Background: an optimization exercise with open tools, aiming at small area. Do not read the settings as production practice.
Where RTL was checked, it was by simulation tests only, not by an equivalence proof against the original.
Function not checked in run 1: the RTL went through the layout flow alone.
Power figures rest on the tool's default switching activity, not on a simulated workload.

[flow/config.mk]
export PLATFORM = sky130hd
export DESIGN_NAME = sprite_display_top
export DESIGN_NICKNAME = sprite_display_top
export VERILOG_FILES = /design/flow/design.v
export SDC_FILE = /design/flow/constraint.sdc
export NUM_CORES = 4
export LEC_CHECK = 0
export CAP_MARGIN = 0
export CORE_MARGIN = 2
export CORE_UTILIZATION = 40
export PLACE_DENSITY = 0.6
export SLEW_MARGIN = 0
[flow/constraint.sdc]
create_clock -name core_clock -period 8.0 [get_ports {CLK}]
set_input_delay 1.6000 -clock core_clock [delete_from_list [all_inputs] [get_ports {CLK}]]
set_output_delay 1.6000 -clock core_clock [all_outputs]
set_load 0.01 [all_outputs]
[flow/design.v]
`default_nettype none
`timescale 1ns/1ps
module avalon_regs (
	input  wire          CLK,
	input  wire          RESET,
	input  wire          avl_cs,
	input  wire          avl_read,
	input  wire          avl_write,
	input  wire [3:0]    avl_byte_en,
	input  wire [8:0]    avl_addr,
	input  wire [31:0]   avl_writedata,
	output logic [31:0]  readdata,
	output logic [255:0] objects,
	output logic [255:0] palette
);
	logic [3:0]  widx;
	logic [31:0] words [16];
	logic [31:0] rd_word;
	assign widx = {avl_addr[8], avl_addr[2:0]};
	logic [31:0] wdata;
	assign wdata = avl_writedata & {32{~RESET}};
	logic [15:0] wsel;
	logic [3:0]  lsel;
	assign lsel = avl_byte_en | {4{RESET}};
	for (genvar w = 0; w < 16; w++) begin : g_word
		assign wsel[w] = RESET | (avl_cs & avl_write & (widx == w));
		for (genvar b = 0; b < 4; b++) begin : g_lane
			always_ff @(posedge CLK) begin
				if (wsel[w] & lsel[b]) words[w][b*8 +: 8] <= wdata[b*8 +: 8];
			end
		end
		if (w < 8) begin : g_obj
			assign objects[w*32 +: 32] = words[w];
		end else begin : g_pal
			assign palette[(w-8)*32 +: 32] = words[w];
		end
	end
	logic [15:0] rsel;
	logic        rhold;
	assign rhold = ~RESET & ~(avl_cs & avl_read);
	always_comb begin
		rd_word = readdata & {32{rhold}};
		for (int w = 0; w < 16; w++) begin
			rsel[w] = ~RESET & avl_cs & avl_read & (widx == w);
			rd_word = rd_word | (words[w] & {32{rsel[w]}});
		end
	end
	always_ff @(posedge CLK) begin
		readdata <= rd_word;
	end
endmodule
`default_nettype wire
`default_nettype none
`timescale 1ns/1ps
module vga_timing (
	input  wire        CLK,
	input  wire        RESET,
	output logic       pix_en,
	output logic [9:0] draw_x,
	output logic [9:0] draw_y,
	output logic       vis1,
	output logic       top1,
	output logic       hs,
	output logic       vs,
	output logic       blank,
	output logic       pixel_clk
);
	logic pix_phase;
	assign pix_en    = pix_phase;
	assign pixel_clk = pix_phase;
	always_ff @(posedge CLK) begin
		if (RESET) begin
			pix_phase <= 1'b0;
			draw_x    <= '0;
			draw_y    <= '0;
		end else begin
			pix_phase <= ~pix_phase;
			if (pix_en) begin
				if (draw_x == 10'd799) begin
					draw_x <= '0;
					if (draw_y == 10'd524) draw_y <= '0;
					else draw_y <= draw_y + 1'b1;
				end else begin
					draw_x <= draw_x + 1'b1;
				end
			end
		end
	end
	logic x0;
	assign x0 = (draw_x == 10'd0);
	assign vis1 = (draw_x != 10'd0) && (draw_x <= 10'd640) && (draw_y < 10'd480);
	assign top1 = x0 ? ((draw_y != 10'd0) && (draw_y <= 10'd240)) : (draw_y < 10'd240);
	assign blank = (draw_x >= 10'd2) && (draw_x < 10'd642) && (draw_y < 10'd480);
	assign hs    = !((draw_x >= 10'd658) && (draw_x < 10'd754));
	assign vs    = (draw_x >= 10'd2) ? !((draw_y == 10'd490) || (draw_y == 10'd491))
	                                 : !((draw_y == 10'd491) || (draw_y == 10'd492));
endmodule
`default_nettype wire
`default_nettype none
`timescale 1ns/1ps
module object_scanner (
	input  wire         CLK,
	input  wire         pix_en,
	input  wire [9:0]   draw_x,
	input  wire [9:0]   draw_y,
	input  wire [255:0] objects,
	output logic [3:0]  idx
);
	function automatic logic in_span(
		input logic [9:0] p,
		input logic [9:0] o,
		input logic [1:0] k
	);
		logic [10:0] b;
		logic [9:0]  x;
		logic [9:0]  z;
		b[0] = 1'b0;
		for (int i = 0; i < 10; i++) begin
			x[i]   = p[i] ^ o[i];
			z[i]   = (x[i] == b[i]);
			b[i+1] = (~p[i] & o[i]) | (~x[i] & b[i]);
		end
		in_span = !b[10] && ((z[9:3] | (7'b0000111 >> (2'd3 - k))) == 7'h7f);
	endfunction
	function automatic logic obj_covers(
		input logic [31:0] obj,
		input logic [9:0]  px,
		input logic [9:0]  py
	);
		obj_covers = (obj[31:26] != 6'd0) && (obj[5:2] != 4'd15) &&
			in_span(px, obj[25:16], obj[27:26]) && in_span(py, obj[15:6], obj[27:26]);
	endfunction
	logic [3:0] idx_next;
	always_comb begin
		idx_next = 4'd15;
		for (int i = 7; i >= 0; i--) begin
			if (obj_covers(objects[i*32 +: 32], draw_x, draw_y)) idx_next = objects[i*32 + 2 +: 4];
		end
	end
	always_ff @(posedge CLK) begin
		if (pix_en) idx <= idx_next;
	end
endmodule
`default_nettype wire
`default_nettype none
`timescale 1ns/1ps
module layer_mixer (
	input  wire          CLK,
	input  wire          RESET,
	input  wire          pix_en,
	input  wire          vis1,
	input  wire          top1,
	input  wire [3:0]    idx,
	input  wire [255:0]  palette,
	output logic [11:0]  rgb
);
	logic [3:0]  sel_idx;
	logic [31:0] sel_entry;
	logic [11:0] sel_rgb;
	assign sel_idx   = (idx == 4'd15) ? {1'b0, top1, 2'b11} : idx;
	assign sel_entry = palette[sel_idx[3:1]*32 +: 32];
	assign sel_rgb   = sel_idx[0] ? sel_entry[24:13] : sel_entry[12:1];
	always_ff @(posedge CLK) begin
		if (RESET) begin
			rgb <= '0;
		end else if (pix_en) begin
			rgb <= vis1 ? sel_rgb : '0;
		end
	end
endmodule
`default_nettype wire
`default_nettype none
`timescale 1ns/1ps
module sprite_display_top (
	input  wire         CLK,
	input  wire         RESET,
	input  wire         avl_cs,
	input  wire         avl_read,
	input  wire         avl_write,
	input  wire [3:0]   avl_byte_en,
	input  wire [8:0]   avl_addr,
	input  wire [31:0]  avl_writedata,
	output logic [31:0] readdata,
	output logic [3:0]  red,
	output logic [3:0]  green,
	output logic [3:0]  blue,
	output logic        hs,
	output logic        vs,
	output logic        blank,
	output logic        pixel_clk
);
	logic [255:0] objects;
	logic [255:0] palette;
	logic         pix_en;
	logic [9:0]   draw_x;
	logic [9:0]   draw_y;
	logic         vis1;
	logic         top1;
	logic [3:0]   idx;
	logic [11:0]  rgb;
	avalon_regs i_avalon_regs (
		.CLK          (CLK),
		.RESET        (RESET),
		.avl_cs       (avl_cs),
		.avl_read     (avl_read),
		.avl_write    (avl_write),
		.avl_byte_en  (avl_byte_en),
		.avl_addr     (avl_addr),
		.avl_writedata(avl_writedata),
		.readdata     (readdata),
		.objects      (objects),
		.palette      (palette)
	);
	vga_timing i_vga_timing (
		.CLK      (CLK),
		.RESET    (RESET),
		.pix_en   (pix_en),
		.draw_x   (draw_x),
		.draw_y   (draw_y),
		.vis1     (vis1),
		.top1     (top1),
		.hs       (hs),
		.vs       (vs),
		.blank    (blank),
		.pixel_clk(pixel_clk)
	);
	object_scanner i_scanner (
		.CLK    (CLK),
		.pix_en (pix_en),
		.draw_x (draw_x),
		.draw_y (draw_y),
		.objects(objects),
		.idx    (idx)
	);
	layer_mixer i_layer_mixer (
		.CLK    (CLK),
		.RESET  (RESET),
		.pix_en (pix_en),
		.vis1   (vis1),
		.top1   (top1),
		.idx    (idx),
		.palette(palette),
		.rgb    (rgb)
	);
	assign red   = rgb[11:8];
	assign green = rgb[7:4];
	assign blue  = rgb[3:0];
endmodule
`default_nettype wire
[flow/flow/run.sh]
#!/bin/bash
# the standard layout, with an area-oriented abc mapping script (registers untouched),
# single-drive port buffers and a smaller clock tree
set -euo pipefail
here=$(pwd)
export FLOW_SYNTH_TCL=$here/synth_recipe.tcl
export MY_ABC_SCRIPT=$here/flow/area.abc
bash standard.sh \
  "SYNTH_SCRIPT=$here/flow/my_synth.tcl" \
  "BUFFER_PORTS_ARGS=-buffer_cell sky130_fd_sc_hd__buf_1" \
  "CTS_ARGS=-sink_clustering_enable -repair_clock_nets -buf_list sky130_fd_sc_hd__clkbuf_16 -sink_clustering_size 34 -sink_clustering_max_diameter 80 -dont_use_dummy_load" \
  finish > standard.log 2>&1
[flow/flow/area.abc]
&get -n
&st
&dch
&nf -R 1000
&st
&syn2
&if -g -K 6
&synch2
&nf -R 1000
&st
&syn2
&if -g -K 6
&synch2
&nf -R 1000
&put
[flow/flow/my_synth.tcl]
# The standard flow's synthesis script, with ORFS's abc call given this folder's abc script
set f [open $::env(FLOW_SYNTH_TCL)]; set my_txt [read $f]; close $f
set f [open $::env(SCRIPTS_DIR)/synth.tcl]; set synth_txt [read $f]; close $f
set synth_txt [string map [list {log_cmd abc {*}$abc_args} "lset abc_args 1 $::env(MY_ABC_SCRIPT); log_cmd abc {*}\$abc_args"] $synth_txt]
set my_txt [string map [list {source $::env(SCRIPTS_DIR)/synth.tcl} $synth_txt] $my_txt]
eval $my_txt
[flow/standard.sh]
#!/bin/bash
# synth_recipe.tcl (not shown) runs the flow's synth.tcl, then flattens the netlist and writes it again
# the make line also repeats each setting of config.mk as NAME=value (left out here)
make -C /OpenROAD-flow-scripts/flow DESIGN_CONFIG=/design/flow/config.mk WORK_HOME=/design/flow/orfs CLKGATE_MAP_FILE= SYNTH_SCRIPT=/design/flow/synth_recipe.tcl "${@:-finish}"
==> results_dict.tcl, run 1 <==
set metrics [dict create \
    ys.flop_type "edfxtp_1" \
    slowest_stage "nor3_1" \
    syn-num-nets 1974 \
    die_x_um 261 \
    antennaDiodeCount 0 \
    grtUsageTotal 0.294 \
    fin_crit_sh 0.859 \
    initial_core_util 0.403 \
    worst_slack_ps 1130 \
    cp-end-kind "flip-flop" \
    min_path_type "reg2reg" \
    ys_ff_latch 581 \
    grt_overflow 0 \
    h-tree-depth 1 \
    crit_chain "clkinv_1, ha_1, a31o_1, a21oi_1, fa_1, fa_1, clkinv_1, fa_1, fa_1, fa_1, fa_1, clkinv_1, fa_1, nor3_1, nand2_1, nor3_1, or2_0, o2111ai_1, a31oi_1, a21o_1" \
    cts-resized-gates 0 \
    area_growth_pct 9.90 \
    placed_cell_area_sq_mm 0.0283 \
    gp_congestion 1.02 \
    rsz0062_at_grt "no" \
    drc 0 \
    vias 18400 \
    num_rows 94 \
    vdd_drop_max_mv 0.125 \
    outcome "no timing/DRC/antenna violations" \
    fin_nets 2144 \
    netlist_area_sq_mm 0.0264 \
    avgSynthCellArea_sq_um 14.9 \
    cts_hold_buf 0 \
    setup_tns_ps 0 \
    fillers 5848 \
    cts_tree "yes" \
    clk_path_buf_depth 3 \
    pwr_density_cell_mw_per_mm2 207 \
    yosys.cell_types.count 51 \
    slew_viol_final 0 \
    firstDrtPassIters 6 \
    cts_buffers 27 \
    io_pins 98 \
    leakage_nw 9.20 \
    setup_violations 0 \
    yosys_warnings 5 \
    clkLatencyLatePin_ps 620 \
    hpwl_um 68200 \
    synth-edff-count 516 \
    die-area_sq_mm 0.0680 \
    seqCellArea_sq_mm 0.0168 \
    finalHoldViolations 0 \
    max_stage_delay_ps 900 \
    synthArstFlopShare 0 \
    period_needed_ps 6870 \
    post_cts_buffers 0 \
    antenna_found_initial 0 \
    grt_pass1_vias 17900 \
    crit_arrival_ps 7330 \
    path_class "reg2reg" \
    cpMostUsedCell "fa_1" \
    fin_skew_ps 76.1 \
    pre_cts_ws_ps 1200 \
    clock-sinks 581 \
    drt_iter0_markers 2606 \
    max_cap_violations 0 \
    path_clk_slew_ps 110 \
    wl_um 100000 \
    fmax_mhz 146 \
    grt_pass1_wl_um 139000 \
    multiInputGateArea_sq_mm 0.00935 \
    wl_per_cell_um 35.8 \
    final-instance-count-excl-fill 2807 \
    yosysSeqAreaShare 0.637 \
    drive_gt1_frac 0.0623 \
    numPortBuffers 92 \
    numPlacedInstances 2780 \
    via_per_inst 6.56 \
    worstMarginPinSlew_ps 1400 \
    required_ps 8460 \
    ant_nets 0 \
    grt_max_degree 36 \
    die_y_um 261 \
    fin_area_sq_mm 0.0290 \
    core_area_sq_mm 0.0655 \
    start_kind "flip-flop" \
    netlist_instances 1775 \
    cts-root-buf "clkbuf_16" \
    crit_fanout 9 \
    timing.slew.headroom 0.0678 \
]
[cell usage after synthesis, types with 38 or more instances]
cell type    n  area, sq um
a22oi_1    152         1140
nor2_1     149          559
mux2i_1     38          380
a221oi_1    49          429
edfxtp_1   516        15500
o21ai_0     44          220
nand3_1     49          245
nor2b_1     38          238
dfxtp_1     65         1300
a21oi_1     49          245
nand2_1     67          251
a222oi_1    44          440
clkinv_1    97          364
fa_1       112         2240
[metrics by stage]
step / hold slack, ps / utilization / total power, mW
after floorplan: 431 / - / 4.13
after detailed placement: 462 / 0.432 / 4.54
after CTS: 466 / 0.442 / 6.00
final: 471 / 0.442 / 6.01
after global routing: 463 / 0.442 / 6.16
after global placement: 440 / 0.432 / 4.53
[critical path: cells and delay by family, from the launching register on]
family	cells	cell delay [ps]
AND/OR/NAND/NOR	4	1630
adder cells (fa/ha/maj)	8	3040
buffers and inverters	3	530
flip-flops	1	470
AO/OA/AOI/OAI	5	1040
[flip-flops by register name (all words and copies together) (netlist names)]
name                    cells
i_vga_timing.draw_x        10
i_avalon_regs.readdata     32
i_layer_mixer.rgb          12
i_vga_timing.pix_phase      1
i_vga_timing.draw_y        10
i_scanner.idx               4
i_avalon_regs.words       512
[final cells by class]
class | instances | area share
tap | 864 | 0.0373
clock buffer | 27 | 0.0233
inverter | 97 | 0.0126
timing repair buffer | 141 | 0.0247
sequential | 581 | 0.579
multi-input combinational | 1097 | 0.323
[cells by family (layout without fill, tap and decap cells)]
| group | after synthesis | in the layout | share of synthesized area |
|---|---|---|---|
| flip-flops | 581 | 581 | 0.637 |
| AO/OA/AOI/OAI | 430 | 430 | 0.122 |
| AND/OR/NAND/NOR | 428 | 428 | 0.0790 |
| adder cells (fa/ha/maj) | 149 | 149 | 0.103 |
| buffers and inverters | 97 | 265 | 0.0138 |
| multiplexers | 74 | 74 | 0.0400 |
| XOR/XNOR | 16 | 16 | 0.00531 |
[metal layers]
| layer | track usage | up-vias | share of wire |
|---|---|---|---|
| li1 | - | 7418 | - |
| met1 | 0.401 | 9402 | 0.38 |
| met2 | 0.452 | 1384 | 0.45 |
| met3 | 0.0631 | 223 | 0.12 |
| met4 | 0.133 | 0 | 0.052 |
| met5 | 0 | - | 0 |
[worst paths after layout]
path	cells after the start	start	slack, ps	end
worst max-delay path	20	i_vga_timing.draw_x[1]	1130	i_scanner.idx[3]
worst min-delay path	2	i_avalon_regs.words[9][26]	470	i_avalon_regs.readdata[26]
worst max register to register	20	i_vga_timing.draw_x[1]	1130	i_scanner.idx[3]
worst min register to register	2	i_avalon_regs.words[9][26]	470	i_avalon_regs.readdata[26]
[layout by cell type (no fill, tap or decap), drive strengths merged, types with 29 or more instances in the layout]
| master | instances |
|---|---|
| edfxtp | 516 |
| nor2b | 38 |
| nand3 | 49 |
| buf | 140 |
| a222oi | 44 |
| a221oi | 49 |
| o21ai | 44 |
| clkinv | 97 |
| nand2 | 67 |
| fa | 112 |
| dfxtp | 65 |
| ha | 37 |
| a22o | 29 |
| a21oi | 49 |
| a22oi | 152 |
| nor2 | 149 |
| mux2i | 38 |
[power by group]
| group | switching, mW | leakage [nW] | internal (mW) | total, mW |
|---|---|---|---|---|
| logic | 0.477 | 3.61 | 0.222 | 0.699 |
| registers | 0.194 | 5.26 | 3.60 | 3.80 |
| clock network | 0.909 | 0.333 | 0.603 | 1.51 |
| total | 1.58 | 9.20 | 4.43 | 6.01 |
==> inputs of run 2 (changes only) <==
--- a/flow/design.v
+++ b/flow/design.v
@@ -156,14 +156,20 @@
 );
-	logic [3:0]  sel_idx;
-	logic [31:0] sel_entry;
-	logic [11:0] sel_rgb;
-	assign sel_idx   = (idx == 4'd15) ? {1'b0, top1, 2'b11} : idx;
-	assign sel_entry = palette[sel_idx[3:1]*32 +: 32];
-	assign sel_rgb   = sel_idx[0] ? sel_entry[24:13] : sel_entry[12:1];
-	always_ff @(posedge CLK) begin
-		if (RESET) begin
-			rgb <= '0;
-		end else if (pix_en) begin
-			rgb <= vis1 ? sel_rgb : '0;
-		end
+	logic [15:0] csel;
+	logic        load;
+	logic        hold;
+	logic [11:0] rgb_next;
+	assign load = ~RESET & pix_en & vis1;
+	assign hold = ~RESET & ~pix_en;
+	always_comb begin
+		rgb_next = rgb & {12{hold}};
+		for (int j = 0; j < 15; j++) begin
+			csel[j] = load & ((idx == j) ||
+				(j == 7 && idx == 4'd15 && top1) || (j == 3 && idx == 4'd15 && !top1));
+			if (j % 2 == 1) rgb_next = rgb_next | (palette[(j/2)*32 + 13 +: 12] & {12{csel[j]}});
+			else            rgb_next = rgb_next | (palette[(j/2)*32 + 1 +: 12] & {12{csel[j]}});
+		end
+		csel[15] = 1'b0;
+	end
+	always_ff @(posedge CLK) begin
+		rgb <= rgb_next;
 	end
--- a/flow/flow/run.sh
+++ b/flow/flow/run.sh
@@ -10,3 +10,3 @@
   "BUFFER_PORTS_ARGS=-buffer_cell sky130_fd_sc_hd__buf_1" \
-  "CTS_ARGS=-sink_clustering_enable -repair_clock_nets -buf_list sky130_fd_sc_hd__clkbuf_16 -sink_clustering_size 34 -sink_clustering_max_diameter 80 -dont_use_dummy_load" \
+  "CTS_ARGS=-sink_clustering_enable -repair_clock_nets -buf_list sky130_fd_sc_hd__clkbuf_16 -sink_clustering_size 28 -sink_clustering_max_diameter 80 -dont_use_dummy_load" \
   finish > standard.log 2>&1
--- a/flow/config.mk
+++ b/flow/config.mk
@@ -7,3 +7,3 @@
 export LEC_CHECK = 0
-export CAP_MARGIN = 0
+export CAP_MARGIN = 20
 export CORE_MARGIN = 2
@@ -11,2 +11,2 @@
 export PLACE_DENSITY = 0.6
-export SLEW_MARGIN = 0
+export SLEW_MARGIN = 20
==> results_dict.tcl, run 2 <==
set metrics [dict create \
    outcome "no timing/DRC/antenna violations" \
    placed_cell_area_sq_mm 0.0281 \
    start_kind "flip-flop" \
    synthArstFlopShare 0 \
    core_area_sq_mm 0.0643 \
    seq_power_share 0.642 \
    post_cts_buffers 0 \
    yosys_warnings 5 \
    fin_skew_ps 45.7 \
    ys_ff_latch 581 \
    netlist_instances 1774 \
    num_rows 93 \
    switchingPower_mw 1.52 \
    largest_register "i_avalon_regs.words" \
    clkLatencyLatePin_ps 640 \
    cts-root-buf "clkbuf_16" \
    die-area_sq_mm 0.0670 \
    crit_fanout 10 \
    syn-num-nets 1973 \
    crit_chain "clkinv_1, ha_1, a31o_1, a21oi_1, fa_1, fa_1, clkinv_1, fa_1, fa_1, fa_1, fa_1, clkinv_1, fa_1, nand4b_1, nor4_1, o211ai_1, o21ai_0, a21oi_1, o31a_1, o21ai_0" \
    reg.largest.list "i_avalon_regs.words (512), i_avalon_regs.readdata (32), i_layer_mixer.rgb (12)" \
    seqCellArea_sq_mm 0.0168 \
    synth.most_common_cell "edfxtp_1" \
    cp.buffers_inverters 3 \
    antenna_found_initial 0 \
    crit_arrival_ps 7680 \
    path_clk_slew_ps 120 \
    grt_pass1_wl_um 141000 \
    drc 0 \
    whs_ps 478 \
    yosys.cell_types.count 50 \
    worstMarginPinSlew_ps 1230 \
    fin_crit_sh 0.907 \
    leakage_nw 9.19 \
    final_cell_mix "516 x edfxtp_1, 147 x a22oi_1, 123 x nor2_1" \
    setup_violations 0 \
    clk_path_buf_depth 3 \
    fin_nets 2173 \
    cts-resized-gates 0 \
    grtUsageTotal 0.302 \
    area_growth_pct 11.4 \
    io_pins 98 \
    fin_area_sq_mm 0.0289 \
    yosys.area.top_type "edfxtp_1" \
    wl_per_cell_um 36.2 \
    pwr_density_cell_mw_per_mm2 205 \
    slowest_stage "o21ai_0" \
    vdd_drop_max_mv 0.168 \
    vias 19000 \
    min_path_type "reg2reg" \
    drt_iter0_markers 3077 \
    cpMostUsedCell "fa_1" \
    avgSynthCellArea_sq_um 14.6 \
    netlist_area_sq_mm 0.0260 \
    finalHoldViolations 0 \
    grt_max_degree 37 \
    ant_nets 0 \
    rsz0062_at_grt "no" \
    pwr-share-comb 0.089 \
    yosysTopAreaCellShare 0.596 \
    initial_core_util 0.404 \
    ys_top_cells_by_count "516 x edfxtp_1, 147 x a22oi_1, 144 x nor2_1" \
    synth_area_leaders "edfxtp_1 60%, fa_1 8.6%, dfxtp_1 5.0%" \
    power.internal_mw 4.42 \
    setup_tns_ps 0 \
    critical-path-top-delay-family "adder cells" \
    max_cap_violations 0 \
    grt_pass1_vias 18400 \
    cp-end-kind "flip-flop" \
    ys.flop_type "edfxtp_1" \
    path_class "reg2reg" \
    max_stage_delay_ps 640 \
    yosysSeqAreaShare 0.646 \
    fmax_mhz 138 \
    antennaDiodeCount 0 \
    die_y_um 259 \
    slew_viol_final 0 \
    final_common_cell "edfxtp_1" \
    timing.slew.headroom 0.175 \
    grt_overflow 0 \
    cts_buffers 30 \
    numPortBuffers 92 \
    largest_register_ffs 512 \
    firstDrtPassIters 6 \
    gp_congestion 1.00 \
    cts_tree "yes" \
    period_needed_ps 7260 \
    clkPwrFrac 0.269 \
    switching_share 0.256 \
    via_per_inst 6.74 \
    h-tree-depth 1 \
    required_ps 8430 \
    cts_hold_buf 0 \
    drive_gt1_frac 0.0766 \
    clock-sinks 581 \
    fillers 5775 \
    die_x_um 259 \
    multiInputGateArea_sq_mm 0.00903 \
    wl_um 102000 \
    hpwl_um 70700 \
    synth-edff-count 516 \
]
-- run 2: cell types whose count changed in the layout (fill, tap and decap cells not counted), sizes merged, moves of 9 or more --
| cell | change |
|---|---|
| nand4 | +13 |
| nand2 | +14 |
| a22o | +31 |
| buf | +27 |
| mux2i | -34 |
| a221o | +13 |
| a21oi | -9 |
| and3 | +10 |
| nand3 | +9 |
| o22ai | -12 |
| mux2 | -11 |
| mux4 | -24 |
| o21ai | -29 |
| a221oi | +31 |
-- run 2: logic make-up (layout without fill, tap and decap cells) --
| kind of cell | after synthesis | after routing | share of synthesized area |
|---|---|---|---|
| flip-flops | 581 | 581 | 0.646 |
| XOR/XNOR | 13 | 13 | 0.00438 |
| buffers and inverters | 98 | 296 | 0.0142 |
| adder cells (fa/ha/maj) | 149 | 149 | 0.104 |
| multiplexers | 5 | 5 | 0.00197 |
| AO/OA/AOI/OAI | 453 | 453 | 0.139 |
| AND/OR/NAND/NOR | 475 | 475 | 0.0897 |
-- run 2: worst min-delay path: cells and delay by family, from the launching register on --
family | cells | cell delay (ps)
flops | 1 | 350
compound gates | 1 | 80
simple gates | 1 | 60
-- run 2: metrics by stage --
step,setup WS (ps),cells,utilization,power [mW]
final,745,2827,0.450,5.94
after global placement,983,2796,0.437,4.37
after global routing,608,2827,0.450,6.08
after CTS,881,2827,0.449,5.91
after detailed placement,873,2797,0.437,4.38
after floorplan,2620,1774,-,4.02
-- run 2: per-layer routing --
layer	GRT usage	wire (um)
met1	0.405	37500
met2	0.464	45500
met3	0.0741	13400
met4	0.142	6080
met5	0	0
-- run 2: final timing paths --
kind,startpoint,slack [ps],to,cells after the start
max,i_vga_timing.draw_y[1],740,i_scanner.idx[2],20
min,i_avalon_regs.words[11][22],480,i_layer_mixer.rgb[9],2
max reg2reg,i_vga_timing.draw_y[1],740,i_scanner.idx[2],20
min reg2reg,i_avalon_regs.words[11][22],480,i_layer_mixer.rgb[9],2
-- run 2: power by group through the flow --
stage	combinational (mW)	sequential, mW	clock [mW]
after detailed placement	0.513	3.87	0
after floorplan	0.247	3.77	0
after CTS	0.517	3.80	1.60
after global placement	0.506	3.86	0
final	0.528	3.81	1.60
after global routing	0.557	3.83	1.70
-- run 2: layout make-up --
class | instances | area share
inverters | 98 | 0.0127
flip-flops and latches | 581 | 0.581
clock buffers | 30 | 0.0259
well taps | 855 | 0.0370
multi-input cells | 1095 | 0.312
repair buffers | 168 | 0.0318

-- port drivers added, routing unchanged --
The flow's constraints put no driver on any port. The routed layouts listed below were extracted and timed again, unchanged, in two steps. Step 1: set_driving_cell puts a clkbuf_16 on CLK and a buf_2 on each other input, an assumption about the parent block. Step 2 also shifts input and output timing later by t, the mid clock arrival at the registers, as if the neighbouring blocks saw the same clock. Three values: ideal, step 1, step 2; two values: the first two.
| run | t, ns | setup WS [ns] | worst setup path after step 2 | slew at the worst register clock pin (ns) |
|---|---|---|---|---|
| run 1 | 0.647 | 1.132 / 1.132 / 1.132 | register to register | 0.12 / 0.12 |
| run 2 | 0.679 | 0.745 / 0.745 / 0.745 | register to register | 0.12 / 0.12 |
After both steps setup and hold are still met in every run listed.
